Source: an optimization exercise on an open RTL-to-GDS flow (aim: small area, a short achievable clock period and few clock cycles). Production flows keep margins and buffers that such runs may drop.
Function was not checked in any run shown here: the RTL went through the layout flow alone.
Power is estimated from default activity; no workload was simulated.

==> flow/design.v (outline; a module is shown in full before it is edited, if it fits) <==
// module rbm_top: 1111 lines
module rbm_top (
  input  logic                   finish,
  input  logic                   rst_n,
  input  rbm_pkg::feature_beat_t in_beat,
  input  logic                   in_valid,
  output logic                   in_ready,
  output rbm_pkg::rbm_result_t   out_result,
  output logic                   out_valid,
  input  logic                   out_ready
);
  // ...
==> flow/run.sh <==
#!/bin/bash
# synth_recipe.tcl (not shown) runs the flow's synth.tcl, then flattens the netlist and writes it again
# the make line also repeats each setting of config.mk as NAME=value (left out here)
make -C /OpenROAD-flow-scripts/flow DESIGN_CONFIG=/design/flow/config.mk WORK_HOME=/design/flow/orfs CLKGATE_MAP_FILE= SYNTH_SCRIPT=/design/flow/synth_recipe.tcl finish
==> flow/config.mk <==
export PLATFORM = sky130hd
export DESIGN_NAME = rbm_top
export DESIGN_NICKNAME = rbm_top
export VERILOG_FILES = /design/flow/design.v
export SDC_FILE = /design/flow/constraint.sdc
export NUM_CORES = 4
export LEC_CHECK = 0
export CAP_MARGIN = 20
export CORE_MARGIN = 2
export CORE_UTILIZATION = 40
export SLEW_MARGIN = 20
==> flow/constraint.sdc <==
create_clock -name core_clock -period 10.0 [get_ports {finish}]
set_input_delay 2.0000 -clock core_clock [delete_from_list [all_inputs] [get_ports {finish}]]
set_output_delay 2.0000 -clock core_clock [all_outputs]
set_load 0.01 [all_outputs]
==> flow_summary.yaml, run 1 <==
detailed_routing:
  drt-total-wl_mm: 39.2
  ant_nets: 0
power:
  cellPowerDensity_nw_per_um2: 378
  swShare: 0.439
  top_power_group: "combinational cells"
  switchingPower_mw: 3.34
placement:
  dp_hpwl_mm: 29.2
  pre_cts_slack_ns: 5.12
  port_buffers: 58
worst_hold_path:
  holdPathEnd: "s0[0]$_DFFE_PP_"
setup_path:
  cp_max_fo: 29
  worst_ep_required_time_ns: 10.44
  max_stage_delay_ns: 0.95
  critical_path_class: "reg2reg"
finish:
  insertedDiodeCount: 0
  largest_registers: "acc (100), pr (35), r (16)"
  largest_reg_flops: 100
  area_dominant_class: "multi-input combinational cells"
logic_synthesis:
  yosysTopAreaCell: "fa_1"
  yosys-top-cells-area: "fa_1 24%, dfxtp_1 22%, ha_1 6.2%"
grt:
  grt_pass1_wl_mm: 66.5
floorplan:
  rows: 77
sta:
  finClkSkew_ns: 0.00822
  setup_violations: 0
outcome:
  status: "complete, no violations"
clock_tree:
  cts_hold_buf: 0
  htreeDepth: 1
==> run 2: changes to the inputs <==
--- a/flow/config.mk
+++ b/flow/config.mk
@@ -5,7 +5,7 @@
 export SDC_FILE = /design/flow/constraint.sdc
 export NUM_CORES = 4
 export LEC_CHECK = 0
-export CAP_MARGIN = 20
+export CAP_MARGIN = 75
 export CORE_MARGIN = 2
 export CORE_UTILIZATION = 40
-export SLEW_MARGIN = 20
+export SLEW_MARGIN = 75
==> run 2 against run 1 <==
Synthesized cell count is the same. Sequential share of layout area shrank 0.35 points. Utilization grew 1.3 points. Still clean on timing, DRC and antenna. Final cell count grew 1.1%. Largest cell class unchanged. Count of clock-buffer cells in the layout shrank 5. Clock skew grew 0.0076 ns. Final area grew 2.9%. Critical path depth grew 2. Global-route usage is essentially flat.
==> flow_summary.yaml, run 2 <==
worst_hold_path:
  hp-start: "d0x[0]$_DFF_P_"
  min_delay_path_depth: 0
  holdPathEnd: "s0[0]$_DFFE_PP_"
  hp-class: "reg2reg"
sta:
  relSlewSlack: 0.733
  worst_pin_slew_ns: 0.401
  drv_slew: 0
  hold_viol_final: 0
  rsz0062_at_grt: "false"
  setup_tns_ns: 0
  setup_violations: 0
  clock.fmax_mhz: 229
  layout_setup_ws_ns: 5.64
  period_share: 0.436
  finClkSkew_ns: 0.0158
  layout_min_cycle_time_ns: 4.36
logic_synthesis:
  ys_seq_elements: 256
  yosysTopAreaCell: "fa_1"
  async_flop_share: 0.113
  synth_most_common_cell: "fa_1"
  seq_area_frac_synth: 0.308
  synth_common_cells: "215 x fa_1, 199 x inv_1, 198 x dfxtp_1, 184 x nand2_1"
  synth_top_area_frac: 0.238
  yosysWarnings: 5
  yosys-top-cells-area: "fa_1 24%, dfxtp_1 22%, ha_1 6.2%"
  syn-instance-count: 1827
  synth_nets: 2148
  synth_edf_count: 29
  ys_types: 79
  syn_area_um2: 18000
  synth.avg_cell_area_um2: 9.88
  synth_ff_type: "dfxtp_1"
clock_tree:
  cts_sinks: 256
  cts-buffers-inserted: 31
  htreeDepth: 1
  cts_hold_buf: 0
  root_buffer: "clkbuf_16"
  post_cts_resized: 0
  postCtsSetupRepairBufs: 0
  clk_pin_slew_ns: 0.06
  cts_tree: "built"
  clk_path_buf_depth: 3
  clock_latency_ns: 0.58
setup_path:
  max_stage_delay_ns: 0.55
  cp_max_fo: 15
  worst-path-buf-inv: 2
  critical_path_class: "reg2reg"
  worst_ep_required_time_ns: 10.45
  r2r-end: "acc[4][7]$_DFF_P_"
  critical_path_arrival_ns: 4.82
  path_cells: "and2_1 -> a221oi_1 -> clkdlybuf4s50_1 -> fa_1 -> inv_1 -> fa_1 -> fa_1 -> fa_1 -> fa_1 -> fa_1"
  reg2regPathDepth: 10
  path_common_cell: "fa_1"
  end_kind: "register"
  cp-start-kind: "register"
  r2r_start: "r[2]$_DFF_P_"
  path_delay_family: "adder cells"
  cp_slowest_cell: "dfxtp_2"
  r2r_setup_slack_ns: 5.64
power:
  switchingPower_mw: 3.42
  power.static_leakage_nw: 9.20
  cellPowerDensity_nw_per_um2: 375
  seqPwrFrac: 0.282
  pwr-share-clk: 0.154
  total_power_mw: 7.78
  p_int_mw: 4.36
  p_comb_frac: 0.564
  ir_worst_vdd_uv: 164
  swShare: 0.440
floorplan:
  initial_core_util: 0.406
  rows: 77
  die_h_um: 216
  die_x_um: 216
  io_pins: 60
  dieArea_um2: 46800
  coreArea_um2: 44400
finish:
  multiInputGateArea_um2: 11500
  nFillCells: 4180
  layout_commonest_cell: "fa_1"
  drive_above_1_share: 0.104
  largest-register: "acc"
  insertedDiodeCount: 0
  syn_to_final_growth_pct: 14.9
  mostFrequentLayoutCells: "215 x fa_1, 189 x inv_1, 182 x dfxtp_1"
  largest_reg_flops: 100
  nNetsFinal: 2173
  seq_area_um2: 5650
  largest_registers: "acc (100), pr (35), r (16)"
run:
  cap_viol_max_count: 0
detailed_routing:
  vias: 12700
  via_per_inst: 5.15
  route.detailed.drc: 0
  drt-total-wl_mm: 39.9
  ant_nets: 0
  wl_per_cell_um: 16.2
  dr.pass1.iters: 7
  drtIter0Drc: 751
grt:
  grtUsageTotal: 0.172
  grt_overflow: 0
  grt_max_degree: 63
  grt_pass1_wl_mm: 66.3
  grt_pass1_vias: 12900
  antenna_found_initial: 0
placement:
  routabilityCongestion: 0.842
  dp_hpwl_mm: 29.9
  port_buffers: 58
  pre_cts_slack_ns: 5.46
outcome:
  status: "complete, no violations"
## run 2: cell counts after synthesis
No cell type changed its count.
## run 2: power by group through the flow
stage                     Combinational (mW)  Clock, mW  Sequential (mW)
after floorplan                         3.44          0             1.85
after global placement                  4.10          0             2.16
after detailed placement                4.41          0             2.19
after CTS                               4.45       1.23             2.17
after global routing                    5.14       1.27             2.26
final                                   4.38       1.20             2.19
## run 2: final cells by class
class / instances / share of cell area
Multi-Input combinational cell: 1268 / 0.555
Sequential cell: 256 / 0.273
Timing Repair Buffer: 93 / 0.0468
Clock buffer: 40 / 0.0419
Inverter: 202 / 0.0369
Tap cell: 592 / 0.0357
Clock inverter: 18 / 0.0110
## run 2: worst register-to-register path, stage by stage, from the launching register on
cell,delay (ns)
dfxtp_2,0.55
and2_1,0.29
a221oi_1,0.07
clkdlybuf4s50_1,0.48
fa_1,0.54
inv_1,0.05
fa_1,0.42
fa_1,0.43
fa_1,0.47
fa_1,0.47
fa_1,0.48
## run 2: cell families (layout without fill, tap and decap cells)
family                     count (synthesis)  after routing  synth area share
muxes                                     11             11           0.00659
buffers and inverters                    303            353            0.0665
DFF                                      256            256             0.308
xor gates and xnor gates                  81             81            0.0393
and+or+nand+nor                          525            525             0.143
AOI/OAI and AO/OA                        347            347             0.136
adders and majority gates                304            304             0.300
## run 2: how the worst max path moves through the flow
| stage | start | to | slack (ns) | cells past startpoint |
|---|---|---|---|---|
| after floorplan | s7[4]$_DFF_PN0_ | acc[4][7]$_DFF_P_ | 5.95 | 9 |
| after global placement | s7[4]$_DFF_PN0_ | acc[4][11]$_DFF_P_ | 5.21 | 8 |
| after detailed placement | last1$_DFF_PN0_ | acc[4][7]$_DFF_P_ | 5.46 | 11 |
| after CTS | last1$_DFF_PN0_ | acc[4][7]$_DFF_P_ | 5.46 | 11 |
| after global routing | i0[1]$_DFF_P_ | r[15]$_DFF_P_ | 5.46 | 19 |
| final | r[2]$_DFF_P_ | acc[4][7]$_DFF_P_ | 5.64 | 10 |
## run 2: per-layer routing
layer | wire length, um | part of all wire | vias to the layer above | track usage
li1 | - | - | 6095 | -
met1 | 18300 | 0.46 | 6291 | 0.232
met2 | 19100 | 0.48 | 282 | 0.293
met3 | 1600 | 0.040 | 59 | 0.0229
met4 | 916 | 0.023 | 0 | 0.0422
met5 | 0 | 0 | - | 0
## run 2: metrics by stage
step	std cells	instance area, um2	hold slack, ns	utilization
2_1_floorplan	1827	18000	0.386	-
3_3_place_gp	2385	19000	0.388	0.428
3_5_place_dp	2404	19500	0.397	0.438
4_1_cts	2462	20600	0.412	0.463
5_1_grt	2469	20700	0.420	0.467
6_report	2469	20700	0.406	0.467

==> static timing again, ports no longer ideal <==
The results above use ideal ports. As a check the final layouts listed here were re-extracted and re-timed, cells and wires unchanged. Step 1, drivers: a clkbuf_16 drives finish and a buf_2 each remaining input, both assumed. Step 2 adds t to the input delays and takes it off the output delays; t is the mean of the earliest and latest rising clock arrival at the registers after step 1. Input paths then give back, and output paths get back, about the clock's delay inside the block. a / b / c = ideal / step 1 / step 2; a / b = the first two.
run | shift t [ns] | setup WS [ns] | hold WS [ns] | latest minus earliest clock arrival (ns) | worst data-port slew with drivers (ns)
run 1 | 0.622 | 5.101 / 5.101 / 5.101 | 0.408 / 0.408 / 0.408 | 0.010 / 0.010 | 0.04
run 2 | 0.623 | 5.637 / 5.637 / 5.637 | 0.406 / 0.406 / 0.406 | 0.016 / 0.016 | 0.03
After both steps every run listed still meets setup and hold.
